What follows belongs to an exercise in optimizing a design on an open flow for small area and a short achievable clock period; a production flow would make more cautious choices.
At most, simulation tests tie the RTL to the original design; equivalence was not proved.
For runs 1 to 5, only the layout was checked, not whether the RTL still works.
No activity file was given, so power comes from the tool's default toggle rates.

==> flow/design.v <==
`default_nettype none
module psram_spi_responder #(
    parameter int         ADDR_W = 8,
    parameter logic [7:0] MF_ID  = 8'h0D,
    parameter logic [7:0] KGD_ID = 8'h5D
) (
    input  logic sys_clk,
    input  logic sys_reset_n,
    input  logic ce_n,
    input  logic sclk,
    input  logic si,
    output logic so,
    output logic so_oe,
    output logic busy,
    output logic rst_evt,
    output logic cmd_err
);
    localparam int DEPTH = 256;
    typedef enum logic [2:0] {
        S_IDLE, S_CMD, S_ADDR, S_RD, S_WR, S_ID, S_IGNORE
    } state_t;
    typedef enum logic [1:0] {K_RD, K_WR, K_ID} kind_t;
    logic [1:0]        ce_sync_q;
    logic [2:0]        sclk_sync_q;
    logic [1:0]        si_sync_q;
    state_t            state_q;
    kind_t             kind_q;
    logic [4:0]        bitcnt_q;
    logic [6:0]        sh_q;
    logic [2:0]        outcnt_q;
    logic [1:0]        id_idx_q;
    logic              reset_armed_q;
    logic              so_q, so_oe_q, busy_q, rst_evt_q, cmd_err_q;
    logic              we_q;
    logic [7:0]        rot_q;       
    logic [7:0]        pos_q;       
    logic              sel_q;       
    logic              got_q;       
    logic              b7a_q;       
    logic              b7b_q;       
    logic [6:0]        cur_q;       
    logic              pend_q;      
    logic [8*DEPTH-1:0] ring_q;
    logic [7:0]        ins_q;       
    logic              ce_s, sclk_rise, sclk_fall, si_s;
    logic              in_addr, in_rd, in_wr, in_id;
    logic [7:0]        byte_in;
    logic [7:0]        tap;
    logic [7:0]        id_byte;
    logic              consume, commit, load_pos, last_addr, ins, at0, at1;
    logic [7:0]        pos_ld;
    logic [7:0]        pos_p1, pos_p2;
    logic              bc7_q, bc22_q, bc23_q, oc0_q;
    logic [6:0]        cap;
    logic [7:0]        tap8, tap16, tap32;
    assign ce_s      = ce_sync_q[1];
    assign si_s      = si_sync_q[1];
    assign sclk_rise =  sclk_sync_q[1] & ~sclk_sync_q[2];
    assign sclk_fall = ~sclk_sync_q[1] &  sclk_sync_q[2];
    assign byte_in   = {sh_q, si_s};
    assign in_addr = state_q == S_ADDR;
    assign in_rd   = state_q == S_RD;
    assign in_wr   = state_q == S_WR;
    assign in_id   = state_q == S_ID;
    assign tap8  = ring_q[{pos_q[7:3], 3'b000, 3'b000} +: 8];
    assign tap16 = ring_q[{pos_q[7:4], 4'b0000, 3'b000} +: 8];
    assign tap32 = ring_q[{pos_q[7:5], 5'b00000, 3'b000} +: 8];
    assign tap   = {tap8[7:5], tap16[4:3], tap32[2:0]};
    assign at0 = pos_q[2:0] == 3'd0;    
    assign at1 = pos_q[2:0] == 3'd1;    
    always_comb begin
        case (id_idx_q)
            2'd0:    id_byte = MF_ID;
            2'd1:    id_byte = KGD_ID;
            default: id_byte = 8'h00;
        endcase
    end
    always_ff @(posedge sys_clk or negedge sys_reset_n) begin
        if (!sys_reset_n) begin
            ce_sync_q   <= 2'b11;
            sclk_sync_q <= '0;
            si_sync_q   <= '0;
        end else begin
            ce_sync_q   <= {ce_sync_q[0], ce_n};
            sclk_sync_q <= {sclk_sync_q[1:0], sclk};
            si_sync_q   <= {si_sync_q[0], si};
        end
    end
    always_ff @(posedge sys_clk) begin
        bc7_q  <= bitcnt_q == 5'd7;
        bc22_q <= bitcnt_q == 5'd22;
        bc23_q <= bitcnt_q == 5'd23;
        oc0_q  <= outcnt_q == 3'd0;
    end
    assign load_pos  = !ce_s && in_addr && sclk_rise && bc22_q;
    assign last_addr = !ce_s && in_addr && sclk_rise && bc23_q;
    assign consume   = !ce_s && in_rd && sclk_fall && oc0_q;
    assign commit    = !ce_s && in_wr && sclk_rise && bc7_q;
    always_ff @(posedge sys_clk or negedge sys_reset_n) begin
        if (!sys_reset_n) begin
            state_q       <= S_IDLE;
            kind_q        <= K_RD;
            bitcnt_q      <= '0;
            outcnt_q      <= '0;
            id_idx_q      <= '0;
            reset_armed_q <= 1'b0;
            so_q          <= 1'b0;
            so_oe_q       <= 1'b0;
            busy_q        <= 1'b0;
            rst_evt_q     <= 1'b0;
            cmd_err_q     <= 1'b0;
            we_q          <= 1'b0;
        end else begin
            rst_evt_q <= 1'b0;
            cmd_err_q <= 1'b0;
            we_q      <= 1'b0;
            if (ce_s) begin
                state_q  <= S_IDLE;
                so_q     <= 1'b0;
                so_oe_q  <= 1'b0;
                busy_q   <= 1'b0;
                bitcnt_q <= '0;
                outcnt_q <= '0;
            end else begin
                busy_q <= 1'b1;
                case (state_q)
                    S_IDLE: begin
                        state_q  <= S_CMD;
                        bitcnt_q <= '0;
                    end
                    S_CMD: if (sclk_rise) begin
                        bitcnt_q <= bitcnt_q + 5'd1;
                        if (bitcnt_q == 5'd7) begin
                            bitcnt_q      <= '0;
                            reset_armed_q <= 1'b0;
                            state_q       <= S_IGNORE;
                            case (byte_in)
                                8'h03: begin kind_q <= K_RD;  state_q <= S_ADDR; end
                                8'h02: begin kind_q <= K_WR;  state_q <= S_ADDR; end
                                8'h9F: begin kind_q <= K_ID;  state_q <= S_ADDR; end
                                8'h66: reset_armed_q <= 1'b1;
                                8'h99: if (reset_armed_q) rst_evt_q <= 1'b1;
                                default: cmd_err_q <= 1'b1;
                            endcase
                        end
                    end
                    S_ADDR: if (sclk_rise) begin
                        bitcnt_q <= bitcnt_q + 5'd1;
                        if (bitcnt_q == 5'd23) begin
                            bitcnt_q <= '0;
                            outcnt_q <= '0;
                            id_idx_q <= '0;
                            case (kind_q)
                                K_WR:    state_q <= S_WR;
                                K_ID:    state_q <= S_ID;
                                default: state_q <= S_RD;
                            endcase
                        end
                    end
                    S_RD, S_ID: if (sclk_fall) begin
                        so_oe_q  <= 1'b1;
                        outcnt_q <= outcnt_q + 3'd1;
                        if (state_q == S_ID)
                            so_q <= id_byte[3'd7 - outcnt_q];
                        else if (outcnt_q == 3'd0)
                            so_q <= (sel_q | got_q) ? b7b_q : b7a_q;
                        else
                            so_q <= cur_q[3'd7 - outcnt_q];
                        if (outcnt_q == 3'd7 && state_q == S_ID && id_idx_q != 2'd2)
                            id_idx_q <= id_idx_q + 2'd1;
                    end
                    S_WR: if (sclk_rise) begin
                        bitcnt_q <= bitcnt_q + 5'd1;
                        if (bitcnt_q == 5'd7) begin
                            bitcnt_q <= '0;
                            we_q     <= 1'b1;
                        end
                    end
                    S_IGNORE: ;
                    default: state_q <= S_IDLE;
                endcase
            end
        end
    end
    assign ins    = (we_q | pend_q) && pos_q[4:0] == 5'd0;
    assign pos_p1 = pos_q + 8'd1;
    assign pos_p2 = pos_q + 8'd2;
    genvar k;
    generate
        for (k = 0; k < 7; k++) begin : g_cap
            localparam int PW = k >= 5 ? 3 : k >= 3 ? 4 : 5;    
            wire prev = outcnt_q != 3'd0 && outcnt_q <= 3'(7 - k);
            assign cap[k] = in_rd && pos_q[PW-1:0] == (prev ? PW'(1) : PW'(0));
        end
    endgenerate
    assign pos_ld = {sh_q[5:0], si_s, 1'b1} + rot_q;
    always_ff @(posedge sys_clk)
        if (!ce_s && sclk_rise)
            sh_q <= byte_in[6:0];
    always_ff @(posedge sys_clk) begin
        rot_q  <= rot_q + 8'd1;
        for (int k = 0; k < 8; k++)
            ins_q[k] <= ins && pos_q[7:5] == 3'(k);
        pend_q <= (we_q | pend_q) & ~(pos_q[4:0] == 5'd0);
        if (load_pos)
            pos_q <= pos_ld;
        else if (consume || commit)
            pos_q <= pos_p2;
        else if (last_addr && !si_s)
            pos_q <= pos_q;
        else
            pos_q <= pos_p1;
        if (last_addr) begin
            sel_q <= si_s;
            got_q <= 1'b0;
        end else if (consume) begin
            sel_q <= 1'b1;
        end else if (in_rd && at0) begin
            got_q <= 1'b1;
        end
        if (in_addr && at1)
            b7a_q <= tap[7];
        if (commit)
            b7b_q <= byte_in[7];
        else if ((in_addr || in_rd) && at0)
            b7b_q <= tap[7];
        for (int k = 0; k < 7; k++) begin
            if (commit)
                cur_q[k] <= byte_in[k];
            else if (cap[k])
                cur_q[k] <= tap[k];
        end
    end
    genvar p;
    generate
        for (p = 0; p < DEPTH; p++) begin : g_ring
            if (p % 32 == 1) begin : g_ins
                always_ff @(posedge sys_clk)
                    ring_q[8*p +: 8] <= ins_q[p / 32] ? {b7b_q, cur_q}
                                        : ring_q[8*(p - 1) +: 8];
            end else begin : g_sh
                always_ff @(posedge sys_clk)
                    ring_q[8*p +: 8] <= ring_q[8*((p + DEPTH - 1) % DEPTH) +: 8];
            end
        end
    endgenerate
    assign so      = so_q;
    assign so_oe   = so_oe_q;
    assign busy    = busy_q;
    assign rst_evt = rst_evt_q;
    assign cmd_err = cmd_err_q;
endmodule
`default_nettype wire
==> flow/run.sh <==
#!/bin/bash
# synth_recipe.tcl (not shown) runs the flow's synth.tcl, then flattens the netlist and writes it again
# the make line also repeats each setting of config.mk as NAME=value (left out here)
make -C /OpenROAD-flow-scripts/flow DESIGN_CONFIG=/design/flow/config.mk WORK_HOME=/design/flow/orfs CLKGATE_MAP_FILE= SYNTH_SCRIPT=/design/flow/synth_recipe.tcl finish
==> flow/config.mk <==
export PLATFORM = sky130hd
export DESIGN_NAME = psram_spi_responder
export DESIGN_NICKNAME = psram_spi_responder
export VERILOG_FILES = /design/flow/design.v
export SDC_FILE = /design/flow/constraint.sdc
export NUM_CORES = 4
export LEC_CHECK = 0
export CAP_MARGIN = 20
export CORE_MARGIN = 2
export CORE_UTILIZATION = 70
export CTS_CLUSTER_DIAMETER = 60
export CTS_CLUSTER_SIZE = 32
export SETUP_SLACK_MARGIN = 2.7
export SLEW_MARGIN = 20
==> flow/constraint.sdc <==
create_clock -name core_clock -period 5.0 [get_ports {sys_clk}]
set_input_delay 1.0000 -clock core_clock [delete_from_list [all_inputs] [get_ports {sys_clk}]]
set_output_delay 1.0000 -clock core_clock [all_outputs]
set_load 0.01 [all_outputs]
==> results.txt, run 1 <==
status finished clean; final setup vio count 0; row count 94; sequential element share of the synthesized area 91.6%; reg2reg path depth 6; minimum clock period 2.27 ns; Worst Setup EP so; PwrDens 495 nW/µm²; Critical Path Stages 1; cell family with most CP delay flip-flops; Critical Path Max Stage Delay 0.48 ns; Starting Density 71.0%; Vias/cell 4.83; number of max-cap violations 0; CP bufs+invs 1; relative slew slack 37.4%; Setup crit start so_q; CTS H-tree depth 3; HP Start ring_q[811]; RR Endpoint b7b_q; Synth top cells by count dfxtp_1, mux2_2, mux4_2; TritonCTS clock tree done; Antenna Cells 0; final core area utilization 76.4%; Mapped Cells 2,591; Design Area, Final 50,400 µm²; Clock Latency Late Sink 0.66 ns; fin crit share 45.4%; gpl congestion 0.848; initial antenna violation count 6; RSZ-0062 raised after global routing yes; crit start category register; count leader, synth dfxtp_1; hold crit path type register to register; crit path cell chain buf_6; Worst Path Arrival 1.27 ns; Routed wire per std cell 18.6 µm; die width 263 µm; share of cells above drive strength 1 9.69%; number of synthesized register bits 2,124; routed wire length 66,300 µm; I/O pin cnt 10; f_max 0.441 GHz; Clock Tree Root clkbuf_16; Area Overhead vs Synth 7.60%; top cells by area, synth dfxtp_1, mux4_2, mux2_2, edfxtp_1, dfrtp_1; crit path max fanout 2; Synth area leader dfxtp_1; Post-Syn Area 46,900 µm²; CTS Hold Bufs 0; Leakage 20.1 nW; R2R setup slack 2.76 ns; worst vdd ir 0.452 mV; Synth Flop Type dfxtp_1; Critical R2R Launch pos_q[3]; final hold vios 0; Port-buffer cells 9; DRT Pass-1 Iters 4; Placed Area 47,900 µm²; Worst-Margin Slew 0.937 ns; number of global-route vias before repair 17,500; EDFF count, synth 25; Avg Cell Area, Syn 18.1 µm²; CP Class register to output port; final net count 2,700; Ys Warns 1; Die Height 263 µm; Synth Net Count 2,619; largest net degree at the start of global routing 34; clock slew at reported path FFs 0.11 ns; global-route wire length before repair 102,000 µm; slowest cell on the critical path dfrtp_2; residual DRC count 0; total number of vias 17,200; DR iter-0 viols 882; Routed Antenna Nets 0; top cell type's share of synthesized area 88.4%; DPL Wire Length 37,600 µm; Setup WS post-layout 2.73 ns; Overflow after GRT 0; synth unique cells 71; Async S/R FF share, synth 1.37%; die area 69,000 µm²; Num Clock Sinks 2,124; TritonCTS Buffers 80; gr usage total 19.5%; Clock Skew 0.0263 ns; CP endpoint kind output port; setup TNS 0 ns; Core Area 66,000 µm²; Slew Limit Fails 0; CTS max path bufs 3; WP data required 4.00 ns; Place WS 2.00 ns
## registers in the layout (all words and copies together), names as in the netlist, 2 cells and up
name,cells
sclk_sync_q,3
sh_q,7
id_idx_q,2
rot_q,8
cur_q,7
bitcnt_q,5
ins_q,8
si_sync_q,2
state_q,3
outcnt_q,3
ce_sync_q,2
kind_q,2
pos_q,8
ring_q,2048
## power by group
part	internal [mW]	leakage [nW]	switching, mW
logic	0.0314	1.71	0.0443
registers	16.9	17.3	0.0118
clock network	3.15	1.13	4.76
## kinds of logic (layout without fill, tap and decap cells)
| group | Yosys count | after routing | share of synthesized area (%) |
|---|---|---|---|
| multiplexers | 120 | 120 | 3.85 |
| adder cells (fa/ha/maj) | 24 | 24 | 0.651 |
| buffers and inverters | 56 | 158 | 0.537 |
| XOR/XNOR | 25 | 25 | 0.467 |
| AO/OA/AOI/OAI | 97 | 97 | 1.28 |
| AND/OR/NAND/NOR | 145 | 146 | 1.65 |
| flip-flops | 2124 | 2124 | 91.6 |
## per-stage QoR
stage / hold slack (ns) / power, mW / cells
final: 0.321 / 24.9 / 3558
after global routing: 0.318 / 25.7 / 3558
after CTS: 0.317 / 25.1 / 3551
after detailed placement: 0.312 / 17.4 / 3435
after global placement: 0.309 / 17.4 / 3435
after floorplan: 0.310 / 17.4 / 2591
## layout by cell type, fill, tap and decap left out, types with 4 or more instances in the layout
| master | instances |
|---|---|
| mux2_2 | 70 |
| edfxtp_1 | 25 |
| ha_1 | 22 |
| xor2_1 | 10 |
| inv_12 | 4 |
| mux2i_1 | 7 |
| dfxtp_1 | 2070 |
| clkdlybuf4s50_1 | 4 |
| nor2_1 | 36 |
| xnor2_1 | 15 |
| a21oi_1 | 27 |
| inv_1 | 19 |
| clkbuf_1 | 4 |
| dfrtp_1 | 19 |
| a22oi_1 | 8 |
| or3_1 | 4 |
| mux4_2 | 38 |
| clkbuf_16 | 82 |
| nand2b_1 | 10 |
| buf_4 | 22 |
| nor2b_1 | 6 |
| nor3_1 | 12 |
| nand3_1 | 8 |
| o21ai_0 | 26 |
| dfrtp_2 | 8 |
| and3_1 | 4 |
| a21o_1 | 4 |
| nand2_1 | 30 |
## per-layer routing
metal / global-route usage (%) / vias to the layer above / routed length [µm]
met5: 0 / - / 0
met4: 5.89 / 0 / 1660
met3: 3.14 / 110 / 2320
met2: 29.1 / 272 / 28700
met1: 29.8 / 8378 / 33600
li1: - / 8419 / -
## repair_timing
action                                  in CTS  in global routing
resized for setup                           27                 14
pin swaps                                    2                  3
gates cloned                                 1                  0
endpoints found under the setup margin      31                 20
buffers inserted                            11                  7
## layout make-up
class / instances / area (µm²)
Clock buffer: 87 / 2080
Clock inverter: 17 / 233
Fill cell: 3580 / 15500
Inverter: 21 / 78.8
Multi-Input combinational cell: 412 / 3770
Sequential cell: 2124 / 42900
Tap cell: 864 / 1080
Timing Repair Buffer: 33 / 264
## worst min path at each step
| stage | endpoint | slack, ns | cells after the start |
|---|---|---|---|
| 4_1_cts | ring_q[691] | 0.32 | 0 |
| 3_5_place_dp | ring_q[1555] | 0.31 | 0 |
| 3_3_place_gp | ring_q[54] | 0.31 | 0 |
| 5_1_grt | ring_q[1779] | 0.32 | 0 |
| 2_1_floorplan | ring_q[0] | 0.31 | 0 |
| 6_report | ring_q[819] | 0.32 | 0 |
==> inputs of run 2 (changes only) <==
--- a/flow/config.mk
+++ b/flow/config.mk
@@ -10,5 +10,5 @@
 export CORE_UTILIZATION = 70
 export CTS_CLUSTER_DIAMETER = 60
 export CTS_CLUSTER_SIZE = 32
-export SETUP_SLACK_MARGIN = 2.7
+export SETUP_SLACK_MARGIN = 3.0
 export SLEW_MARGIN = 20
==> run 2 against run 1 <==
Highest routed layer unchanged. Wire length is 1.5% higher. Still clean. Clock power hardly changed. Clock-buffer cell count is 1 higher.
==> results.txt, run 2 <==
Synth Net Count 2,619 (unchanged); total number of vias 17,400 (+1.2%); status finished clean; Synth Area in Compound Gates 1.28% (unchanged); RSZ-0062 raised after global routing yes; Routed wire per std cell 18.8 µm (+0.77%); CTS H-tree depth 3 (unchanged); proportion of synthesized area in mux cells 3.85% (unchanged); cell family with most CP delay flip-flops; PwrDens 489 nW/µm² (-1.0%); Die Height 263 µm (unchanged); Hold WS 0.309 ns (-0.0125 ns); gr usage total 19.7% (+0.22 points); Clock Latency Late Sink 0.66 ns (about the same); met3 usage 3.00% (-0.14 points); hold path depth 0 (unchanged); Vias/cell 4.85 (+0.47%); DPL Wire Length 37,800 µm (+0.52%); crit start category register; crit path max fanout 2 (unchanged); Clock Tree Root clkbuf_16; setup TNS 0 ns (unchanged); Leakage 20.3 nW (+1.1%); relative slew slack 28.6% (-8.8 points); Area Overhead vs Synth 8.86%; residual DRC count 0 (unchanged); Ys Warns 1 (unchanged); initial antenna violation count 1 (-5); Avg Cell Area, Syn 18.1 µm² (unchanged); most common cell after layout, fill and taps aside dfxtp_1; grt met1 use 29.0% (-0.83 points); HP Start ring_q[47]; DRT Pass-1 Iters 5 (+1); Layout fillers 3,517 (-1.8%); top cells by area, synth dfxtp_1, mux4_2, mux2_2, edfxtp_1, dfrtp_1; CP bufs+invs 1 (unchanged); hold endpoint ring_q[55]; synth unique cells 71 (unchanged); TritonCTS clock tree done; CP Class register to output port; RR Endpoint b7b_q; Num Clock Sinks 2,124 (unchanged); max FFs per register 2,048 (unchanged); final hold vios 0 (unchanged); number of max-cap violations 0 (unchanged); CTS max path bufs 3 (unchanged); post-synthesis xor/xnor area fraction 0.467% (unchanged); Synth Flop Type dfxtp_1; slowest cell on the critical path dfrtp_2; number of global-route vias before repair 17,800 (+1.4%); Critical R2R Launch pos_q[3]; Slew Limit Fails 0 (unchanged); WP data required 4.00 ns (about the same); leading cell types in the layout, fill and taps excluded dfxtp_1, clkbuf_16, mux2_2; DR iter-0 viols 1,038 (+18%); share of cells above drive strength 1 12.2% (+2.5 points); Starting Density 71.0% (unchanged); sequential element share of the synthesized area 91.6% (unchanged); Clock Skew 0.0265 ns (+0.000188 ns); Mapped Cells 2,591 (unchanged); die width 263 µm (unchanged); I/O pin cnt 10 (unchanged); crit path cell chain buf_6; minimum clock period 2.30 ns (+0.0315 ns); Top reg by flops ring_q; Async S/R FF share, synth 1.37% (unchanged); EDFF count, synth 25 (unchanged); f_max 0.435 GHz (-1.4%); routed wire length 67,300 µm (+1.5%); Overflow after GRT 0 (unchanged); Port-buffer cells 9 (unchanged); top cell type's share of synthesized area 88.4% (unchanged); die area 69,000 µm² (unchanged); Adder-Cell Fraction of Synth Area 0.651% (unchanged); CP endpoint kind output port; count leader, synth dfxtp_1; Antenna Cells 0 (unchanged); met2 global-route usage 30.6% (+1.5 points); Critical Path Max Stage Delay 0.50 ns (+0.02 ns); reg2reg path depth 6 (unchanged); fin crit share 46.0% (+0.63 points); R2R setup slack 2.76 ns (about the same); final setup vio count 0 (unchanged); gpl congestion 0.791 (-6.6%); Core Area 66,000 µm² (unchanged); simple-gate share of the synthesized area 1.65% (unchanged); main combinational cell family by area after synthesis multiplexers; global-route wire length before repair 103,000 µm (+1.3%); row count 94 (unchanged); Final Power 25.0 mW (+0.13%); TritonCTS Buffers 81 (+1.3%); worst vdd ir 0.418 mV (-7.6%); Worst-Margin Slew 1.07 ns (+0.132 ns); Worst Path Arrival 1.30 ns (+0.03 ns); Post-Syn Area 46,900 µm² (unchanged); Synth top cells by count dfxtp_1, mux2_2, mux4_2; clock slew at reported path FFs 0.11 ns (about the same); number of synthesized register bits 2,124 (unchanged); Synth area leader dfxtp_1; gr busiest metal met2; largest net degree at the start of global routing 34 (unchanged); Routed Antenna Nets 0 (unchanged); final net count 2,725 (+0.93%); hold crit path type register to register
## run 2: cell type report
class	instances	area (µm²)	share of cell area, %
Multi-Input combinational cell	412	3990	7.83
Timing Repair Buffer	57	588	1.15
Inverter	21	78.8	0.154
Clock inverter	18	245	0.481
Sequential cell	2124	42900	84.1
Clock buffer	88	2110	4.13
Tap cell	864	1080	2.12
## run 2: how the worst max path moves through the flow
stage / from / slack [ns] / depth (start not counted) / endpoint
3_5_place_dp: ce_sync_q[1] / 2.05 / 6 / pos_q[6]
6_report: so_q / 2.70 / 1 / so
2_1_floorplan: pos_q[3] / 2.97 / 6 / b7b_q
5_1_grt: so_q / 2.68 / 1 / so
4_1_cts: so_q / 2.67 / 1 / so
3_3_place_gp: ce_sync_q[1] / 2.16 / 6 / pos_q[6]
## run 2: power breakdown
group	internal, mW	switching [mW]	total [mW]
sequential	16.9	0.0105	17.0
combinational	0.0464	0.0549	0.101
clock	3.15	4.77	7.92
## run 2: kinds of logic after synthesis
| kind of cell | after synthesis |
|---|---|
| muxes | 120 |
| adders and majority gates | 24 |
| AOI/OAI and AO/OA | 97 |
| xor gates and xnor gates | 25 |
| buffers and inverters | 56 |
| and+or+nand+nor | 145 |
| DFF | 2124 |
## run 2: repair_timing
action                                  4_1_cts  5_1_grt
hold buffers                                  0        0
gates resized for setup                      64       45
setup buffers                                30        9
pin swaps                                    14       15
gates cloned                                  4        0
endpoints found under the setup margin       41       42
## run 2: per-stage QoR
stage                     instances  area, µm²  worst slack, ns  utilization [%]
after floorplan                2591      46900             2.97                -
after global placement         3435      47900             2.16             72.6
after detailed placement       3435      47900             2.05             72.6
after CTS                      3575      50700             2.67             76.9
after global routing           3584      51000             2.68             77.3
final                          3584      51000             2.70             77.3
## run 2: worst reg2reg max path: stages, from the launching register on
cell and delay, ns:
edfxtp_1 0.43, buf_12 0.17, mux4_2 0.51, mux4_2 0.48, clkinv_1 0.07, a21oi_2 0.06, mux2_4 0.27
## run 2: layer usage
metal	routed length [µm]	vias up	share of wire, %
met5	0	-	0
met4	1870	0	2.8
met3	2300	123	3.4
met2	29900	294	45
met1	33200	8492	49
li1	-	8477	-
==> inputs of run 3 (changes only) <==
--- a/flow/config.mk
+++ b/flow/config.mk
@@ -5,6 +5,7 @@
 export SDC_FILE = /design/flow/constraint.sdc
 export NUM_CORES = 4
 export LEC_CHECK = 0
+export ABC_AREA = 1
 export CAP_MARGIN = 20
 export CORE_MARGIN = 2
 export CORE_UTILIZATION = 70
==> run 3 against run 2 <==
Utilization shrank 0.78 points. Global-route usage hardly changed. Cell area rose by 0.57%. Area after synthesis increased by 0.98%. Critical endpoint unchanged. Highest routed layer is now met5.
==> results.txt, run 3 <==
status finished clean; Synth Flop Type dfxtp_1; TritonCTS Buffers 82 (+1.2%); DR iter-0 viols 1,322 (+27%); crit path cell chain buf_2; Synth Net Count 3,063 (+17%); final setup vio count 0 (unchanged); Synth top cells by count dfxtp_1, nand2_1, inv_1; share of cells above drive strength 1 7.19% (-5.0 points); Async S/R FF share, synth 1.37% (unchanged); I/O pin cnt 10 (unchanged); hold endpoint ring_q[736]; PwrDens 524 nW/µm² (+7.1%); Overflow after GRT 0 (unchanged); relative slew slack 35.5% (+6.8 points); number of max-cap violations 0 (unchanged); Clock Tree Root clkbuf_16; multi-input logic area 3840 µm² (-3.8%); RSZ-0062 raised after global routing yes; row count 95 (+1.1%); number of synthesized register bits 2,124 (unchanged); max FFs per register 2,048 (unchanged); hold crit path type register to register; fin crit share 45.4% (-0.62 points); proportion of synthesized area in mux cells 0.190% (-3.7 points); count leader, synth dfxtp_1; Clock Latency Late Sink 0.65 ns (about the same); post-synthesis xor/xnor area fraction 0.444% (-0.023 points); largest net degree at the start of global routing 57 (+68%); TritonCTS clock tree done; main combinational cell family by area after synthesis simple AND/OR/NAND/NOR gates; synth unique cells 47 (-34%); Worst Path Arrival 1.27 ns (-0.03 ns); DPL Wire Length 40,400 µm (+7.0%); reg2reg path depth 7 (+1); gr usage total 19.7% (about the same); clock slew at reported path FFs 0.11 ns (about the same); final hold vios 0 (unchanged); die area 69,700 µm² (+0.97%); CP bufs+invs 1 (unchanged); WP data required 4.00 ns (about the same); Num Clock Sinks 2,124 (unchanged); total number of vias 19,300 (+11%); most common cell after layout, fill and taps aside dfxtp_1; number of global-route vias before repair 19,100 (+7.4%); Ys Warns 1 (unchanged); worst vdd ir 0.440 mV (+5.2%); sequential element share of the synthesized area 90.7% (-0.89 points); Die Height 264 µm (+0.48%); EDFF count, synth 25 (unchanged); cell family with most CP delay flip-flops; Register Area 42,900 µm² (about the same); Starting Density 70.6% (-0.43 points); Layout fillers 3,936 (+12%); Synth Area in Compound Gates 2.52% (+1.2 points); f_max 0.441 GHz (+1.4%); routed wire length 68,800 µm (+2.3%); Routed Antenna Nets 0 (unchanged); R2R setup slack 3.05 ns (+0.29 ns); residual DRC count 0 (unchanged); Worst-Margin Slew 0.966 ns (-0.102 ns); die width 264 µm (+0.48%); Vias/cell 4.78 (-1.6%); HP Start ring_q[728]; final core area utilization 76.6% (-0.78 points); slowest cell on the critical path dfrtp_1; simple-gate share of the synthesized area 4.07% (+2.4 points); Mapped Cells 3,035 (+17%); CTS Hold Bufs 0 (unchanged); crit start category register; top cells by area, synth dfxtp_1, nand2_1, edfxtp_1, dfrtp_1, o21ai_0; Routed wire per std cell 17.1 µm (-9.1%); initial antenna violation count 4 (+3); global-route wire length before repair 106,000 µm (+2.3%); top cell type's share of synthesized area 87.5% (-0.86 points); Avg Cell Area, Syn 15.6 µm² (-14%); RR Endpoint cur_q[4]; final net count 3,157 (+16%); setup TNS 0 ns (unchanged); Port-buffer cells 9 (unchanged); crit path max fanout 2 (unchanged); Synth area leader dfxtp_1; CTS max path bufs 3 (unchanged); DRT Pass-1 Iters 5 (unchanged); CTS H-tree depth 3 (unchanged); Area Overhead vs Synth 8.42%; Critical Path Max Stage Delay 0.46 ns (-0.04 ns); Core Area 67,000 µm² (+1.6%); Adder-Cell Fraction of Synth Area 0.624% (-0.027 points); Critical R2R Launch outcnt_q[0]; Clock Skew 0.0240 ns (-0.00250 ns); CP endpoint kind output port; CP Class register to output port; Post-Syn Area 47,300 µm² (+0.98%); leading cell types in the layout, fill and taps excluded dfxtp_1, nand2_1, inv_1, o21ai_0, clkbuf_16; Top reg by flops ring_q; hold path depth 0 (unchanged); minimum clock period 2.27 ns (-0.0310 ns); Slew Limit Fails 0 (unchanged); Leakage 21.2 nW (+4.4%); gpl congestion 0.808 (+2.1%)
run 3: area by class of cell:
cell class / count / area share [%]
antenna: 1 / 0.00488
clock buffer: 88 / 4.12
clock inverter: 24 / 0.614
inverter: 133 / 1.02
multi-input combinational: 733 / 7.49
sequential: 2124 / 83.6
tap: 873 / 2.13
timing repair buffer: 54 / 0.970
timing repair inverter: 1 / 0.0146
run 3: what timing repair did:
| action | CTS | global route |
|---|---|---|
| cloned | 2 | 2 |
| pin swaps | 3 | 2 |
| setup buffers | 11 | 26 |
| gates resized for setup | 51 | 28 |
| setup endpoints to repair | 47 | 38 |
run 3: layer usage:
metal	global-route usage [%]	up-vias	share of wire [%]
li1	-	9623	-
met4	6.27	2	2.8
met1	29.7	9157	51
met5	0	-	0.019
met2	29.4	342	42
met3	3.68	127	4.3
run 3: kinds of logic (layout without fill, tap and decap cells):
kind of cell	Yosys count	in the layout
adder cells (fa/ha/maj)	23	23
other	0	1
AND/OR/NAND/NOR	458	460
AO/OA/AOI/OAI	218	218
flip-flops	2124	2124
buffers and inverters	180	300
XOR/XNOR	24	24
multiplexers	8	8
run 3: where the power goes:
group	internal (mW)	total (mW)	switching [mW]
logic	0.612	1.74	1.13
registers	17.0	17.1	0.0968
clock network	3.23	8.02	4.79
run 3: worst reg2reg max path: cells and delay by family (launching register included):
kind / cells / cell delay, ns
buf+inv: 1 / 0.16
flops: 1 / 0.44
fa+ha+maj: 2 / 0.41
simple gates: 3 / 0.44
compound gates: 1 / 0.20
run 3: worst max path at each step:
stage                   startpoint        to  slack, ns  cells after the start
floorplan           sclk_sync_q[2]  pos_q[1]       3.07                      9
global placement    sclk_sync_q[2]  pos_q[3]       1.87                      9
detailed placement  sclk_sync_q[2]  pos_q[3]       1.78                      9
CTS                        so_oe_q     so_oe       2.72                      1
global route               so_oe_q     so_oe       2.71                      1
finish                        so_q        so       2.73                      1
run 3: stage by stage:
step	std cells	setup slack (ns)	instance area [µm²]	power [mW]	hold slack [ns]
finish	4031	2.73	51300	26.9	0.315
global route	4030	2.71	51300	27.8	0.321
CTS	4002	2.72	51000	26.9	0.317
detailed placement	3877	1.78	48400	18.9	0.312
global placement	3877	1.87	48400	18.9	0.310
floorplan	3035	3.07	47300	18.5	0.310
==> inputs of run 4 (changes only) <==
--- a/flow/config.mk
+++ b/flow/config.mk
@@ -5,10 +5,9 @@
 export SDC_FILE = /design/flow/constraint.sdc
 export NUM_CORES = 4
 export LEC_CHECK = 0
-export ABC_AREA = 1
 export CAP_MARGIN = 20
 export CORE_MARGIN = 2
-export CORE_UTILIZATION = 70
+export CORE_UTILIZATION = 60
 export CTS_CLUSTER_DIAMETER = 60
 export CTS_CLUSTER_SIZE = 32
 export SETUP_SLACK_MARGIN = 3.0
==> run 4 against run 3 <==
Largest cell class unchanged. Wire length is 8.2% lower. Non-clock buffer count is 16 higher. Flip-flop and latch count did not move. Critical path depth unchanged. Via count down 10%. Synthesized cell count down 15%.
==> results.txt, run 4 <==
status finished clean; CP Class register to output port; gr usage total 16.1% (-3.6 points); Layout fillers 5,322 (+35%); Final Power 26.2 mW (-2.5%); gpl congestion 0.783 (-3.1%); setup TNS 0 ns (unchanged); die width 284 µm (+7.4%); multi-input logic area 4000 µm² (+4.2%); number of synthesized register bits 2,124 (unchanged); Synth Flop Type dfxtp_1; reg2reg path depth 4 (-3); hold path depth 0 (unchanged); CTS max path bufs 3 (unchanged); DRT Pass-1 Iters 6 (+1); crit path max fanout 2 (unchanged); EDFF count, synth 25 (unchanged); cell family with most CP delay flip-flops; RR Endpoint cur_q[3]; Post-Syn Area 46,900 µm² (-0.98%); WP data required 4.00 ns (about the same); R2R setup slack 2.76 ns (-0.29 ns); Port-buffer cells 9 (unchanged); hold crit path type register to register; CP endpoint kind output port; I/O pin cnt 10 (unchanged); CTS H-tree depth 3 (unchanged); most common cell after layout, fill and taps aside dfxtp_1; Synth top cells by count dfxtp_1, mux2_2, mux4_2; synth unique cells 71 (+51%); TritonCTS Buffers 92 (+12%); Top reg by flops ring_q; Core Area 77,300 µm² (+15%); relative slew slack 37.7% (+2.2 points); CP bufs+invs 1 (unchanged); Clock Latency Late Sink 0.67 ns (+0.02 ns); f_max 0.440 GHz (about the same); Num Clock Sinks 2,124 (unchanged); leading cell types in the layout, fill and taps excluded dfxtp_1, clkbuf_16, mux2_2; total number of vias 17,300 (-10%); global-route wire length before repair 100,000 µm (-5.2%); Clock Tree Root clkbuf_16; number of global-route vias before repair 17,600 (-8.1%); share of cells above drive strength 1 13.9% (+6.7 points); Mapped Cells 2,591 (-15%); worst vdd ir 0.371 mV (-16%); crit path cell chain buf_6; Critical R2R Launch pos_q[5]; Ys Warns 1 (unchanged); sequential element share of the synthesized area 91.6% (+0.89 points); Avg Cell Area, Syn 18.1 µm² (+16%); initial antenna violation count 2 (-2); max FFs per register 2,048 (unchanged); hold endpoint ring_q[773]; residual DRC count 0 (unchanged); Synth Net Count 2,619 (-14%); Critical Path Stages 1 (unchanged); Overflow after GRT 0 (unchanged); Synth area leader dfxtp_1; Routed Antenna Nets 0 (unchanged); fin crit share 45.4% (about the same); final setup vio count 0 (unchanged); Critical Path Max Stage Delay 0.47 ns (about the same); Antenna Cells 0 (-1); Async S/R FF share, synth 1.37% (unchanged); top cell type's share of synthesized area 88.4% (+0.86 points); routed wire length 63,100 µm (-8.2%); Leakage 20.8 nW (-2.1%); Die Height 284 µm (+7.4%); crit start category register; number of max-cap violations 0 (unchanged); count leader, synth dfxtp_1; final hold vios 0 (unchanged); row count 102 (+7.4%); Starting Density 60.6% (-10 points); RSZ-0062 raised after global routing yes; Area Overhead vs Synth 11.3%; HP Start ring_q[765]; DPL Wire Length 37,700 µm (-6.8%); clock slew at reported path FFs 0.11 ns (about the same); slowest cell on the critical path dfrtp_2; minimum clock period 2.27 ns (+0.00120 ns); final net count 2,750 (-13%); Routed wire per std cell 16.5 µm (-3.1%); die area 80,400 µm² (+15%); TritonCTS clock tree done; Worst Path Arrival 1.27 ns (about the same); DR iter-0 viols 1,022 (-23%); Slew Limit Fails 0 (unchanged); PwrDens 503 nW/µm² (-4.0%); Clock Skew 0.0323 ns (+0.00833 ns); Worst-Margin Slew 0.933 ns (-0.0334 ns); Vias/cell 4.54 (-5.0%); Register Area 42,900 µm² (about the same); top cells by area, synth dfxtp_1, mux4_2, mux2_2, edfxtp_1, dfrtp_1; largest net degree at the start of global routing 34 (-40%)
run 4: changes by cell type in the layout (fill, tap and decap cells not counted), sizes merged, moves of 8 or more:
| cell | delta |
|---|---|
| nand2 | -252 |
| o21ai | -99 |
| inv | -93 |
| mux2 | +65 |
| nand3 | -50 |
| nor2 | -45 |
| mux4 | +40 |
| a21oi | -23 |
| buf | +18 |
| clkbuf | +14 |
| o211ai | -11 |
| nand2b | +10 |
| xnor2 | +8 |
run 4: stage by stage:
step                      setup slack, ns  hold slack, ns  utilization (%)  std cells  instance area [µm²]
final                                2.73           0.318             67.4       3818                52200
after global placement               2.05           0.310             62.2       3611                48100
after floorplan                      2.97           0.310                -       2591                46900
after CTS                            2.67           0.318             67.0       3797                51800
after global routing                 2.69           0.313             67.4       3818                52200
after detailed placement             1.91           0.312             62.2       3611                48100
run 4: layout make-up:
cell class	count	share of cell area, %
Clock buffer	103	4.71
Clock inverter	47	1.39
Inverter	21	0.154
Multi-Input combinational cell	413	7.68
Sequential cell	2124	82.3
Tap cell	1040	2.50
Timing Repair Buffer	70	1.23
run 4: worst max path at each step:
stage,slack (ns),from,to
finish,2.73,so_q,so
global route,2.69,so_oe_q,so_oe
CTS,2.67,so_oe_q,so_oe
detailed placement,1.91,ce_sync_q[1],pos_q[6]
global placement,2.05,ce_sync_q[1],pos_q[6]
floorplan,2.97,pos_q[3],b7b_q
run 4: kinds of logic (layout without fill, tap and decap cells):
group | after synthesis | in the layout | share of synthesized area, %
AND/OR/NAND/NOR | 145 | 147 | 1.65
adder cells (fa/ha/maj) | 24 | 24 | 0.651
AO/OA/AOI/OAI | 97 | 97 | 1.28
buffers and inverters | 56 | 241 | 0.537
XOR/XNOR | 25 | 25 | 0.467
multiplexers | 120 | 120 | 3.85
flip-flops | 2124 | 2124 | 91.6
run 4: timing repair:
item | 4_1_cts | 5_1_grt
gates cloned | 3 | 1
setup buffers | 33 | 20
hold buffers | 0 | 0
endpoints found under the setup margin | 43 | 49
resized for setup | 77 | 41
pin swaps | 19 | 19
run 4: layer usage:
layer  vias up  GRT usage (%)  wire (µm)
met5         -              0          0
met4         0           4.99       1870
met3       123           2.93       2120
met2       261           24.1      27000
met1      8368           24.1      32200
li1       8572              -          -
run 4: where the power goes:
part / switching (mW) / internal (mW) / leakage, nW
Sequential: 0.00982 / 16.9 / 17.3
Combinational: 0.0551 / 0.0441 / 1.96
Clock: 5.24 / 3.93 / 1.54
Total: 5.30 / 20.9 / 20.8
==> inputs of run 5 (changes only) <==
--- a/flow/config.mk
+++ b/flow/config.mk
@@ -7,8 +7,8 @@
 export LEC_CHECK = 0
 export CAP_MARGIN = 20
 export CORE_MARGIN = 2
-export CORE_UTILIZATION = 60
+export CORE_UTILIZATION = 70
 export CTS_CLUSTER_DIAMETER = 60
 export CTS_CLUSTER_SIZE = 32
-export SETUP_SLACK_MARGIN = 3.0
+export SETUP_SLACK_MARGIN = 2.9
 export SLEW_MARGIN = 20
==> run 5 against run 4 <==
Still clean on timing, DRC and antenna. Maximum frequency is 0.59% higher. Via count up 0.13%. Flip-flop and latch count stayed put. Die area down 14%. Sequential power about the same. Non-clock buffer count shrank 4. Synthesized cell count unchanged. Area after synthesis did not move. Critical path type unchanged. Critical endpoint unchanged. Largest cell class unchanged. Highest routed layer unchanged.
==> results.txt, run 5 <==
Antenna Cells 0 (unchanged); RSZ-0062 raised after global routing yes; Routed wire per std cell 18.7 µm (+13%); final hold vios 0 (unchanged); cell family with most CP delay flip-flops; DR iter-0 viols 873 (-15%); total number of vias 17,300 (+0.13%); Die Height 263 µm (-7.3%); Critical Path Max Stage Delay 0.48 ns (about the same); Design Area, Final 50,900 µm² (-2.5%); residual DRC count 0 (unchanged); die width 263 µm (-7.3%); initial antenna violation count 6 (+4); final setup vio count 0 (unchanged); crit path max fanout 2 (unchanged); Num Clock Sinks 2,124 (unchanged); Setup WS post-layout 2.74 ns (+0.0134 ns); DPL Wire Length 37,600 µm (-0.31%); sequential element share of the synthesized area 91.6% (unchanged); Clock Latency Late Sink 0.66 ns (about the same); leading cell types in the layout, fill and taps excluded dfxtp_1, clkbuf_16, mux2_2; gr usage total 19.7% (+3.5 points); top cell type's share of synthesized area 88.4% (unchanged); TritonCTS Buffers 80 (-13%); fin crit share 45.2% (-0.27 points); reg2reg path depth 6 (+2); max FFs per register 2,048 (unchanged); dpl cells 3,435 (-4.9%); Synth top cells by count dfxtp_1, mux2_2, mux4_2; Layout fillers 3,528 (-34%); Area Overhead vs Synth 8.52%; CP bufs+invs 1 (unchanged); Starting Density 71.0% (+10 points); Non-Filler Instances 3,591 (-5.9%); I/O pin cnt 10 (unchanged); clock slew at reported path FFs 0.11 ns (about the same); Mapped Cells 2,591 (unchanged); worst vdd ir 0.452 mV (+22%); Place WS 2.00 ns (+0.0904 ns); slowest cell on the critical path dfrtp_2; die area 69,000 µm² (-14%); Clock Tree Root clkbuf_16; Critical Path Stages 1 (unchanged); PwrDens 491 nW/µm² (-2.4%); Core Area 66,000 µm² (-15%); CTS Hold Bufs 0 (unchanged); Port-buffer cells 9 (unchanged); number of synthesized register bits 2,124 (unchanged); count leader, synth dfxtp_1; Top reg by flops ring_q; WP data required 4.00 ns (about the same); Routed Antenna Nets 0 (unchanged); minimum clock period 2.26 ns (-0.0134 ns); Vias/cell 4.83 (+6.5%); EDFF count, synth 25 (unchanged); Worst Path Arrival 1.26 ns (about the same); Slew Limit Fails 0 (unchanged); gpl congestion 0.848 (+8.2%); Ys Warns 1 (unchanged); Register Area 42,900 µm² (about the same); final net count 2,733 (-0.62%); TritonCTS clock tree done; Post-Syn Area 46,900 µm² (unchanged); Synth Flop Type dfxtp_1; CP endpoint kind output port; Clock Skew 0.0286 ns (-0.00377 ns); top cells by area, synth dfxtp_1, mux4_2, mux2_2, edfxtp_1, dfrtp_1; Avg Cell Area, Syn 18.1 µm² (unchanged); synth unique cells 71 (unchanged); CP Class register to output port; largest net degree at the start of global routing 34 (unchanged); share of cells above drive strength 1 11.6% (-2.3 points); number of global-route vias before repair 17,700 (+0.64%); crit path cell chain buf_6; crit start category register; most common cell after layout, fill and taps aside dfxtp_1; relative slew slack 36.7% (-1.0 points); routed wire length 67,200 µm (+6.5%); CTS max path bufs 3 (unchanged); CTS H-tree depth 3 (unchanged); setup TNS 0 ns (unchanged); Overflow after GRT 0 (unchanged); row count 94 (-7.8%); hold crit path type register to register; Placed Area 47,900 µm² (-0.44%); Worst-Margin Slew 0.948 ns (+0.0153 ns); hold path depth 0 (unchanged); Synth area leader dfxtp_1; number of max-cap violations 0 (unchanged); Leakage 20.3 nW (-2.2%); DRT Pass-1 Iters 4 (-2); multi-input logic area 3860 µm² (-3.5%); global-route wire length before repair 103,000 µm (+2.6%); f_max 0.443 GHz (+0.59%); Async S/R FF share, synth 1.37% (unchanged); Synth Net Count 2,619 (unchanged); status finished clean
==> run 5: per-stage QoR <==
stage	hold slack, ns	utilization [%]	power [mW]
2_1_floorplan	0.310	-	17.4
3_3_place_gp	0.309	72.6	17.4
3_5_place_dp	0.312	72.6	17.4
4_1_cts	0.317	76.6	25.1
5_1_grt	0.318	77.1	25.7
6_report	0.321	77.1	25.0
==> run 5: final timing paths <==
check / start / end / slack (ns)
min in group asynchronous: sys_reset_n / si_sync_q[0] / 0.72
worst max-delay path: so_q / so / 2.74
worst min-delay path: ring_q[811] / ring_q[819] / 0.32
worst max register to register: pos_q[3] / b7b_q / 2.80
max in group asynchronous: sys_reset_n / ce_sync_q[1] / 3.90
worst min register to register: ring_q[811] / ring_q[819] / 0.32
==> run 5: per-layer routing <==
| layer | vias to the layer above | track usage (%) | wire length, µm |
|---|---|---|---|
| met2 | 265 | 29.3 | 29100 |
| met4 | 0 | 6.07 | 1770 |
| met3 | 118 | 3.17 | 2390 |
| met1 | 8463 | 30.0 | 34000 |
| met5 | - | 0 | 0 |
| li1 | 8500 | - | - |
==> run 5: layout make-up <==
class / count / area share (%)
inverters: 21 / 0.157
flip-flops and latches: 2124 / 84.4
well taps: 864 / 2.13
multi-input cells: 412 / 7.59
clock buffers: 87 / 4.09
clock inverters: 17 / 0.458
repair buffers: 66 / 1.18
==> run 5: kinds of logic (layout without fill, tap and decap cells) <==
group           after synthesis  after routing  share of synthesized area (%)
compound gates               97             97                           1.28
xor+xnor                     25             25                          0.467
fa+ha+maj                    24             24                          0.651
buf+inv                      56            191                          0.537
flops                      2124           2124                           91.6
mux                         120            120                           3.85
simple gates                145            146                           1.65
==> run 5: repair_timing <==
action                     CTS  global route
setup buffers               25            24
gates cloned                 2             1
gates resized for setup     48            31
setup endpoints to repair   39            44
pin swaps                    7             5
==> run 5: power breakdown <==
group | internal [mW] | switching, mW
logic | 0.0436 | 0.0511
clock network | 3.15 | 4.76
registers | 16.9 | 0.00986
total | 20.1 | 4.82
==> inputs of run 6 (changes only) <==
--- a/flow/design.v
+++ b/flow/design.v
@@ -41,7 +41,6 @@
     logic [6:0]        cur_q;       
     logic              pend_q;      
     logic [8*DEPTH-1:0] ring_q;
-    logic [7:0]        ins_q;       
     logic              ce_s, sclk_rise, sclk_fall, si_s;
     logic              in_addr, in_rd, in_wr, in_id;
     logic [7:0]        byte_in;
@@ -199,8 +198,6 @@
             sh_q <= byte_in[6:0];
     always_ff @(posedge sys_clk) begin
         rot_q  <= rot_q + 8'd1;
-        for (int k = 0; k < 8; k++)
-            ins_q[k] <= ins && pos_q[7:5] == 3'(k);
         pend_q <= (we_q | pend_q) & ~(pos_q[4:0] == 5'd0);
         if (load_pos)
             pos_q <= pos_ld;
@@ -234,10 +231,10 @@
     genvar p;
     generate
         for (p = 0; p < DEPTH; p++) begin : g_ring
-            if (p % 32 == 1) begin : g_ins
+            if (p % 32 == 0) begin : g_ins
                 always_ff @(posedge sys_clk)
-                    ring_q[8*p +: 8] <= ins_q[p / 32] ? {b7b_q, cur_q}
-                                        : ring_q[8*(p - 1) +: 8];
+                    ring_q[8*p +: 8] <= (ins && pos_q[7:5] == 3'(p / 32)) ? {b7b_q, cur_q}
+                                        : ring_q[8*((p + DEPTH - 1) % DEPTH) +: 8];
             end else begin : g_sh
                 always_ff @(posedge sys_clk)
                     ring_q[8*p +: 8] <= ring_q[8*((p + DEPTH - 1) % DEPTH) +: 8];
--- a/flow/config.mk
+++ b/flow/config.mk
@@ -10,5 +10,5 @@
 export CORE_UTILIZATION = 70
 export CTS_CLUSTER_DIAMETER = 60
 export CTS_CLUSTER_SIZE = 32
-export SETUP_SLACK_MARGIN = 2.9
+export SETUP_SLACK_MARGIN = 2.7
 export SLEW_MARGIN = 20
==> run 6 against run 5 <==
Final cell count up 0.28%. Synthesized cell count increased by 0.19%. Die area barely moved. Non-clock buffer count is 10 lower. Cell area grew 0.29%. Setup slack got worse by 0.0051 ns. Clock-buffer cell count is 3 higher. Critical path type unchanged.
==> results.txt, run 6 <==
status finished clean; Clock Latency Late Sink 0.66 ns (about the same); most common cell after layout, fill and taps aside dfxtp_1; Largest regs ring_q: 2048 flops, pos_q: 8 flops, rot_q: 8 flops; worst vdd ir 0.406 mV (-10%); Int Pwr 20.9 mW (+3.5%); R2R setup slack 2.74 ns (-0.06 ns); Synth Net Count 2,624 (+0.19%); Synth Flop Type dfxtp_1; Slew Limit Fails 0 (unchanged); hold path depth 0 (unchanged); Sw Pwr 5.74 mW (+19%); relative slew slack 62.0% (+25 points); hold endpoint ring_q[508]; reg2reg path depth 9 (+3); Ys Warns 1 (unchanged); sequential share of power 64.1% (-3.8 points); total number of vias 17,300 (-0.46%); crit start category register; Non-Filler Instances 3,601 (+0.28%); count leader, synth dfxtp_1; Num Clock Sinks 2,116 (-0.38%); Top reg by flops ring_q; CTS max path bufs 3 (unchanged); TritonCTS Buffers 83 (+3.8%); CTS H-tree depth 3 (unchanged); Critical R2R Launch pos_q[0]; largest net degree at the start of global routing 45 (+32%); gr usage total 20.0% (+0.38 points); dpl cells 3,441 (+0.17%); I/O pin cnt 10 (unchanged); RSZ-0062 raised after global routing yes; Vias/cell 4.79 (-0.74%); Core Area 66,100 µm² (+0.18%); HP Start ring_q[500]; sequential element share of the synthesized area 91.2% (-0.40 points); Layout fillers 3,491 (-1.0%); final net count 2,733 (unchanged); Mapped Cells 2,596 (+0.19%); CP endpoint kind output port; CP bufs+invs 1 (unchanged); slowest cell on the critical path dfrtp_2; Die Height 263 µm (about the same); TritonCTS clock tree done; row count 94 (unchanged); Port-buffer cells 9 (unchanged); Critical Path Max Stage Delay 0.47 ns (about the same); residual DRC count 0 (unchanged); Clock Tree Root clkbuf_16; hold crit path type register to register; top cells by area, synth dfxtp_1, mux2_2, edfxtp_1, dfrtp_1, mux2i_1; RR Endpoint ring_q[0]; max FFs per register 2,048 (unchanged); Avg Cell Area, Syn 18.1 µm² (-0.13%); f_max 0.442 GHz (-0.23%); Clock Skew 0.0256 ns (-0.00298 ns); die area 69,100 µm² (about the same); initial antenna violation count 9 (+3); Routed Antenna Nets 0 (unchanged); EDFF count, synth 25 (unchanged); gpl congestion 0.871 (+2.8%); minimum clock period 2.26 ns (+0.00509 ns); cell family with most CP delay flip-flops; logic gate share of total power 4.9% (+4.5 points); Synth area leader dfxtp_1; CP Class register to output port; Area Overhead vs Synth 8.76%; Post-Syn Area 46,900 µm² (about the same); routed wire length 68,500 µm (+1.9%); crit path max fanout 2 (unchanged); number of global-route vias before repair 17,700 (+0.13%); final setup vio count 0 (unchanged); DR iter-0 viols 867 (-0.69%); fin crit share 45.3% (+0.10 points); share of cells above drive strength 1 11.0% (-0.66 points); clock slew at reported path FFs 0.11 ns (about the same); global-route wire length before repair 104,000 µm (+1.7%); crit path cell chain buf_6; leading cell types in the layout, fill and taps excluded dfxtp_1, clkbuf_16, mux2_2; number of synthesized register bits 2,116 (-0.38%); DPL Wire Length 39,100 µm (+3.9%); Starting Density 71.0% (-0.079 points); CTS Hold Bufs 0 (unchanged); top cell type's share of synthesized area 88.0% (-0.40 points); Routed wire per std cell 19.0 µm (+1.6%); number of max-cap violations 0 (unchanged); Synth top cells by count dfxtp_1, mux2_2, mux2i_1; Clk pwr share 31.0% (-0.7 points); DRT Pass-1 Iters 5 (+1); final core area utilization 77.2% (+0.088 points); Overflow after GRT 0 (unchanged); Async S/R FF share, synth 1.37% (+0.0052 points); Leakage 20.5 nW (+0.81%); synth unique cells 76 (+7.0%); Worst Path Arrival 1.26 ns (about the same); sw frac 21.6% (+2.3 points); Worst-Margin Slew 0.569 ns (-0.379 ns); WP data required 4.00 ns (about the same); final hold vios 0 (unchanged); die width 263 µm (about the same); Setup crit start so_oe_q; setup TNS 0 ns (unchanged); PwrDens 521 nW/µm² (+6.2%)
run 6: cell count changes after synthesis, sizes merged, moves of 5 or more:
cell	delta
mux2i	+31
nand3	+13
nor2	-10
mux4	-11
nand2	-11
o21ai	-8
clkbuf	-6
xnor2	+5
dfxtp	-8
run 6: timing repair:
item | 4_1_cts | 5_1_grt
resized for setup | 38 | 28
pin swaps | 5 | 3
setup endpoints to repair | 104 | 81
setup buffers | 23 | 19
gates cloned | 1 | 0
run 6: cell families (layout without fill, tap and decap cells):
family / after synthesis / after routing / synth area share [%]
flip-flops: 2116 / 2116 / 91.2
buffers and inverters: 57 / 196 / 0.581
other: 0 / 1 / 0
XOR/XNOR: 26 / 26 / 0.485
adder cells (fa/ha/maj): 24 / 24 / 0.654
multiplexers: 138 / 138 / 4.03
AND/OR/NAND/NOR: 137 / 138 / 1.69
AO/OA/AOI/OAI: 98 / 98 / 1.40
run 6: routing by layer:
layer / routed length (µm) / global-route usage (%) / part of all wire (%) / vias up
met5: 0 / 0 / 0 / -
met4: 1450 / 5.88 / 2.1 / 0
met3: 1940 / 2.58 / 2.8 / 92
met2: 32800 / 33.3 / 48 / 235
met1: 32300 / 28.1 / 47 / 8385
li1: - / - / - / 8554
run 6: final cells by class:
class	count	area, µm²	area share, %
tap	864	1080	2.12
inverter	24	93.8	0.184
antenna	1	2.50	0.00491
clock buffer	90	2160	4.23
multi-input combinational	424	4020	7.88
clock inverter	26	388	0.760
timing repair buffer	56	504	0.988
sequential	2116	42800	83.8
run 6: through the flow:
step                hold WS (ns)  power (mW)  instance area, µm²  setup slack [ns]
floorplan                  0.310        18.2               46900              2.77
global route               0.322        27.4               51000              2.63
finish                     0.314        26.6               51000              2.74
CTS                        0.319        26.6               50800              2.70
global placement           0.309        18.4               47900              2.11
detailed placement         0.312        18.5               47900              2.07
run 6: power by group through the flow:
stage	Combinational, mW	Clock (mW)	Sequential, mW
floorplan	0.840	0	17.4
global placement	0.937	0	17.5
detailed placement	0.951	0	17.5
CTS	1.17	8.41	17.1
global route	1.39	8.93	17.1
finish	1.31	8.24	17.1
run 6: worst max path at each step:
| stage | cells past startpoint | endpoint |
|---|---|---|
| 2_1_floorplan | 9 | ring_q[1536] |
| 3_3_place_gp | 6 | pos_q[5] |
| 3_5_place_dp | 6 | pos_q[5] |
| 4_1_cts | 6 | pos_q[4] |
| 5_1_grt | 9 | ring_q[0] |
| 6_report | 1 | so_oe |
==> inputs of run 7 (changes only) <==
--- a/flow/config.mk
+++ b/flow/config.mk
@@ -10,5 +10,5 @@
 export CORE_UTILIZATION = 70
 export CTS_CLUSTER_DIAMETER = 60
 export CTS_CLUSTER_SIZE = 32
-export SETUP_SLACK_MARGIN = 2.7
+export SETUP_SLACK_MARGIN = 2.85
 export SLEW_MARGIN = 20
==> run 7 against run 6 <==
Via count is 1.9% higher. Clock power hardly changed. Wire length grew 6.2%. Cell area increased by 0.81%. Register-to-register slack barely moved. Maximum frequency grew 0.54%. Total power is 1.5% higher. Clock skew grew 0.0034 ns. Non-clock buffer count up 28. Setup slack better by 0.012 ns. Critical path depth grew 6. Largest cell class unchanged.
==> results.txt, run 7 <==
hold endpoint ring_q[367]; CP bufs+invs 2 (+1); Slew Limit Fails 0 (unchanged); Worst Path Arrival 2.64 ns (+1.38 ns); number of max-cap violations 0 (unchanged); number of synthesized register bits 2,116 (unchanged); CTS H-tree depth 3 (unchanged); synth unique cells 76 (unchanged); gr usage total 21.1% (+1.1 points); Clock Latency Late Sink 0.67 ns (about the same); Placed Area 47,900 µm² (about the same); final setup vio count 0 (unchanged); leading cell types in the layout, fill and taps excluded dfxtp_1, clkbuf_16, mux2_2; cell family with most CP delay multiplexers; die width 263 µm (unchanged); TritonCTS Buffers 82 (-1.2%); largest net degree at the start of global routing 45 (unchanged); f_max 0.444 GHz (+0.54%); DR iter-0 viols 937 (+8.1%); global-route wire length before repair 110,000 µm (+5.0%); Hold WS 0.305 ns (-0.00846 ns); routed wire length 72,700 µm (+6.2%); Design Area, Final 51,400 µm² (+0.81%); fin crit share 45.0% (-0.24 points); DPL Wire Length 40,000 µm (+2.3%); WP data required 5.39 ns (+1.39 ns); crit start category register; RR Endpoint cur_q[6]; Routed Antenna Nets 0 (unchanged); Top reg by flops ring_q; clock slew at reported path FFs 0.11 ns (about the same); worst vdd ir 0.426 mV (+5.0%); CP endpoint kind register; Post-Syn Area 46,900 µm² (unchanged); CP Class register to register; die area 69,100 µm² (unchanged); Clock Tree Root clkbuf_16; minimum clock period 2.25 ns (-0.0121 ns); HP Start ring_q[359]; residual DRC count 0 (unchanged); Avg Cell Area, Syn 18.1 µm² (unchanged); crit path max fanout 10 (+8); PwrDens 525 nW/µm² (+0.66%); count leader, synth dfxtp_1; total number of vias 17,600 (+1.9%); top cell type's share of synthesized area 88.0% (unchanged); most common cell after layout, fill and taps aside dfxtp_1; row count 94 (unchanged); Critical R2R Launch pos_q[3]; RSZ-0062 raised after global routing yes; R2R setup slack 2.75 ns (about the same); final net count 2,760 (+0.99%); Port-buffer cells 9 (unchanged); crit path cell chain buf_6, buf_12, mux4_2, mux2i_2, nor3_1, a31oi_1, a31oi_1; EDFF count, synth 25 (unchanged); Num Clock Sinks 2,116 (unchanged); sequential element share of the synthesized area 91.2% (unchanged); Synth top cells by count dfxtp_1, mux2_2, mux2i_1; Synth Flop Type dfxtp_1; Starting Density 71.0% (unchanged); top cells by area, synth dfxtp_1, mux2_2, edfxtp_1, dfrtp_1, mux2i_1; reg2reg path depth 7 (-2); final core area utilization 77.8% (+0.63 points); DRT Pass-1 Iters 5 (unchanged); Largest regs ring_q: 2048 flops, pos_q: 8 flops, rot_q: 8 flops; Worst-Margin Slew 0.649 ns (+0.0793 ns); slowest cell on the critical path mux4_2; max FFs per register 2,048 (unchanged); hold crit path type register to register; Async S/R FF share, synth 1.37% (unchanged); Critical Path Max Stage Delay 0.52 ns (+0.05 ns); Final Power 27.0 mW (+1.5%); Die Height 263 µm (unchanged); Synth Net Count 2,624 (unchanged); Overflow after GRT 0 (unchanged); CTS Hold Bufs 0 (unchanged); Synth area leader dfxtp_1; I/O pin cnt 10 (unchanged); Core Area 66,100 µm² (unchanged); Worst path most repeated cell a31oi_1; Ys Warns 1 (unchanged); Area Overhead vs Synth 9.65%; Mapped Cells 2,596 (unchanged); Clock Skew 0.0289 ns (+0.00335 ns); Leakage 20.7 nW (+0.89%); CTS max path bufs 3 (unchanged); TritonCTS clock tree done; Layout fillers 3,405 (-2.5%); setup TNS 0 ns (unchanged); final hold vios 0 (unchanged); share of cells above drive strength 1 12.7% (+1.8 points); number of global-route vias before repair 18,500 (+4.7%); Routed wire per std cell 20.0 µm (+5.4%); Vias/cell 4.85 (+1.2%); initial antenna violation count 10 (+1); status finished clean; relative slew slack 56.7% (-5.3 points); hold path depth 0 (unchanged); gpl congestion 0.808 (-7.3%)
==> run 7: changes by cell type in the layout (fill, tap and decap cells not counted), moves of 6 or more <==
cell,before,now
mux2_4,2,12
buf_12,3,10
mux2_2,69,59
mux4_2,16,22
buf_4,42,54
buf_6,3,9
mux4_1,13,7
==> run 7: power breakdown <==
part           total [mW]  leakage (nW)  internal, mW  switching (mW)
registers            17.0          17.2          17.0          0.0722
logic                1.74          2.25         0.800           0.936
clock network        8.22          1.22          3.29            4.93
total                27.0          20.7          21.1            5.93
==> run 7: area by class of cell <==
cell class                 instances  area, µm²  area share, %
timing repair buffer              84        850           1.65
inverter                          24       95.1          0.185
antenna                            1       2.50        0.00487
multi-input combinational        424       4130           8.04
sequential                      2116      42800           83.2
tap                              864       1080           2.10
clock buffer                      93       2190           4.25
clock inverter                    21        310          0.603
==> run 7: repair_timing <==
action                     4_1_cts  5_1_grt
gates cloned                     2        2
setup endpoints to repair      111       73
pin swaps                        9       10
buffers inserted                32       34
resized for setup               92       38
==> run 7: worst reg2reg max path: stages, from the launching register on <==
cell      delay (ns)
edfxtp_1        0.42
buf_6           0.14
buf_12          0.15
mux4_2          0.53
mux2i_2         0.20
nor3_1          0.11
a31oi_1         0.28
a31oi_1         0.17
==> run 7: stage by stage <==
stage / cells / setup slack [ns]
floorplan: 2596 / 2.85
global placement: 3442 / 2.09
detailed placement: 3442 / 2.04
CTS: 3590 / 2.65
global route: 3626 / 2.72
finish: 3627 / 2.75
==> run 7: cell families (layout without fill, tap and decap cells) <==
logic type	count (synthesis)	in the layout	share of synthesized area [%]
adder cells (fa/ha/maj)	24	24	0.654
AO/OA/AOI/OAI	98	98	1.40
buffers and inverters	57	222	0.581
flip-flops	2116	2116	91.2
XOR/XNOR	26	26	0.485
AND/OR/NAND/NOR	137	138	1.69
multiplexers	138	138	4.03
other	0	1	0
==> run 7: how the worst max path moves through the flow <==
stage               depth (start not counted)        end          from
floorplan                                   9  ring_q[0]      pos_q[0]
global placement                            6   pos_q[5]  ce_sync_q[1]
CTS                                         6   cur_q[6]      pos_q[3]
finish                                      7   cur_q[6]      pos_q[3]
detailed placement                          6   pos_q[7]  ce_sync_q[1]
global route                                7   cur_q[6]      pos_q[3]
==> run 7: layer usage <==
layer / GRT usage (%) / vias to the layer above / share of wire, %
met1: 29.4 / 8644 / 46
met4: 7.29 / 4 / 3.2
met3: 3.32 / 123 / 3.3
li1: - / 8588 / -
met2: 34.4 / 236 / 47
met5: 0 / - / 0.037
==> inputs of run 8 (changes only) <==
--- a/flow/config.mk
+++ b/flow/config.mk
@@ -10,5 +10,5 @@
 export CORE_UTILIZATION = 70
 export CTS_CLUSTER_DIAMETER = 60
 export CTS_CLUSTER_SIZE = 32
-export SETUP_SLACK_MARGIN = 2.85
+export SETUP_SLACK_MARGIN = 3.0
 export SLEW_MARGIN = 20
==> run 8 against run 7 <==
Clock-buffer cell count down 4. Non-clock buffer count increased by 16. Maximum frequency grew 2.8%. Synthesized cell count stayed put. Combinational power fell by 8%. Critical path type is now register to output port. Largest power group unchanged.
==> results.txt, run 8 <==
status finished clean; Synth Net Count 2,624 (unchanged); Die Height 263 µm (unchanged); Clock Tree Root clkbuf_16; number of global-route vias before repair 18,100 (-2.6%); die width 263 µm (unchanged); final net count 2,777 (+0.62%); routed wire length 69,300 µm (-4.7%); Num Clock Sinks 2,116 (unchanged); CP Class register to output port; global-route wire length before repair 104,000 µm (-4.7%); Synth area leader dfxtp_1; worst vdd ir 0.418 mV (-2.0%); Port-buffer cells 9 (unchanged); Async S/R FF share, synth 1.37% (unchanged); relative slew slack 67.9% (+11 points); CP endpoint kind output port; I/O pin cnt 10 (unchanged); cell family with most CP delay flip-flops; Placed Area 48,000 µm² (+0.12%); top cells by area, synth dfxtp_1, mux2_2, edfxtp_1, dfrtp_1, mux2i_1; met2 routed WL 32,400 µm (-5.4%); sequential element share of the synthesized area 91.2% (unchanged); gr usage total 20.0% (-1.1 points); Final Power 26.9 mW (-0.36%); Routed wire per std cell 19.0 µm (-5.2%); final hold vios 0 (unchanged); HP Start ring_q[1832]; Worst-Margin Slew 0.475 ns (-0.174 ns); CTS H-tree depth 3 (unchanged); Routed Antenna Nets 0 (unchanged); fin crit share 43.8% (-1.2 points); uppermost routed layer met5; Area Overhead vs Synth 10.3%; final setup vio count 0 (unchanged); minimum clock period 2.19 ns (-0.0609 ns); total number of vias 17,600 (-0.17%); crit path max fanout 2 (-8); synth unique cells 76 (unchanged); largest net degree at the start of global routing 34 (-24%); CTS max path bufs 3 (unchanged); crit path cell chain buf_2; top cell type's share of synthesized area 88.0% (unchanged); Design Area, Final 51,700 µm² (+0.58%); reg2reg path depth 7 (unchanged); R2R setup slack 2.90 ns (+0.15 ns); EDFF count, synth 25 (unchanged); RR Endpoint cur_q[5]; Critical R2R Launch pos_q[4]; slowest cell on the critical path dfrtp_1; f_max 0.457 GHz (+2.8%); crit start category register; TritonCTS Buffers 83 (+1.2%); CTS Hold Bufs 0 (unchanged); Synth top cells by count dfxtp_1, mux2_2, mux2i_1; gpl congestion 0.813 (+0.62%); Leakage 20.8 nW (+0.62%); initial antenna violation count 8 (-2); Mapped Cells 2,596 (unchanged); Post-Route M1 WL 32,700 µm (-3.0%); Critical Path Stages 1 (-6); Ys Warns 1 (unchanged); max FFs per register 2,048 (unchanged); DPL Wire Length 40,000 µm (about the same); hold endpoint ring_q[1840]; hold path depth 0 (unchanged); leading cell types in the layout, fill and taps excluded dfxtp_1, clkbuf_16, buf_4; die area 69,100 µm² (unchanged); RSZ-0062 raised after global routing yes; Worst Path Arrival 1.19 ns (-1.45 ns); Top reg by flops ring_q; clock slew at reported path FFs 0.11 ns (about the same); number of synthesized register bits 2,116 (unchanged); Layout fillers 3,499 (+2.8%); DRT Pass-1 Iters 5 (unchanged); Overflow after GRT 0 (unchanged); setup TNS 0 ns (unchanged); Avg Cell Area, Syn 18.1 µm² (unchanged); CP bufs+invs 1 (-1); Vias/cell 4.82 (-0.69%); met3 routed WL 2500 µm (+4.8%); WP data required 4.00 ns (-1.39 ns); Largest regs ring_q: 2048 flops, pos_q: 8 flops, rot_q: 8 flops; Post-Syn Area 46,900 µm² (unchanged); PwrDens 520 nW/µm² (-0.93%); Core Area 66,100 µm² (unchanged); Starting Density 71.0% (unchanged); Slew Limit Fails 0 (unchanged); most common cell after layout, fill and taps aside dfxtp_1; number of max-cap violations 0 (unchanged); DR iter-0 viols 989 (+5.5%); Setup crit start so_q; TritonCTS clock tree done; Clock Skew 0.0243 ns (-0.00465 ns); row count 94 (unchanged); Clock Latency Late Sink 0.67 ns (about the same); residual DRC count 0 (unchanged); count leader, synth dfxtp_1; Synth Flop Type dfxtp_1; Critical Path Max Stage Delay 0.40 ns (-0.12 ns); share of cells above drive strength 1 14.0% (+1.3 points); hold crit path type register to register
==> run 8: cell types whose count changed in the layout (fill, tap and decap cells not counted), sizes merged <==
cell | previous run | this run
buf | 78 | 94
clkinv | 7 | 11
clkbuf | 94 | 91
bufbuf | 1 | 0
bufinv | 0 | 1
clkinvlp | 0 | 1
inv | 38 | 39
==> run 8: routing by layer <==
layer / vias up / GRT usage (%)
li1: 8631 / -
met1: 8497 / 28.3
met2: 311 / 32.4
met3: 124 / 3.04
met4: 2 / 6.44
met5: - / 0
==> run 8: what timing repair did <==
item / in CTS / in global routing
pin swaps: 14 / 24
buffers inserted: 43 / 39
resized for setup: 90 / 52
endpoints found under the setup margin: 115 / 89
endpoints found under the hold margin: 0 / 0
gates cloned: 1 / 2
==> run 8: area by class of cell <==
| cell class | instances | area (µm²) | share of cell area (%) |
|---|---|---|---|
| diodes | 1 | 2.50 | 0.00484 |
| clock buffers | 89 | 2160 | 4.18 |
| clock inverters | 28 | 389 | 0.752 |
| inverters | 24 | 103 | 0.198 |
| multi-input cells | 424 | 4330 | 8.37 |
| flip-flops and latches | 2116 | 42800 | 82.7 |
| well taps | 864 | 1080 | 2.09 |
| repair buffers | 100 | 883 | 1.71 |
==> run 8: cells by family after synthesis <==
| group | after synthesis | share of synthesized area, % |
|---|---|---|
| AO/OA/AOI/OAI | 98 | 1.40 |
| XOR/XNOR | 26 | 0.485 |
| adder cells (fa/ha/maj) | 24 | 0.654 |
| buffers and inverters | 57 | 0.581 |
| flip-flops | 2116 | 91.2 |
| multiplexers | 138 | 4.03 |
| AND/OR/NAND/NOR | 137 | 1.69 |
==> run 8: worst max-delay path by stage <==
stage	end	slack, ns
after global routing	so	2.77
after floorplan	cur_q[4]	2.96
after detailed placement	pos_q[5]	1.94
after CTS	so	2.76
after global placement	pos_q[5]	1.98
final	so	2.81
==> run 8: report_power, final <==
group	internal (mW)	switching, mW
clock	3.34	4.91
sequential	17.0	0.0762
combinational	0.754	0.847
==> run 8: metrics by stage <==
step | worst slack (ns) | utilization [%] | hold slack, ns | instances
2_1_floorplan | 2.96 | - | 0.310 | 2596
3_3_place_gp | 1.98 | 72.6 | 0.309 | 3443
3_5_place_dp | 1.94 | 72.6 | 0.312 | 3443
4_1_cts | 2.76 | 77.4 | 0.324 | 3604
5_1_grt | 2.77 | 78.3 | 0.321 | 3645
6_report | 2.81 | 78.3 | 0.322 | 3646
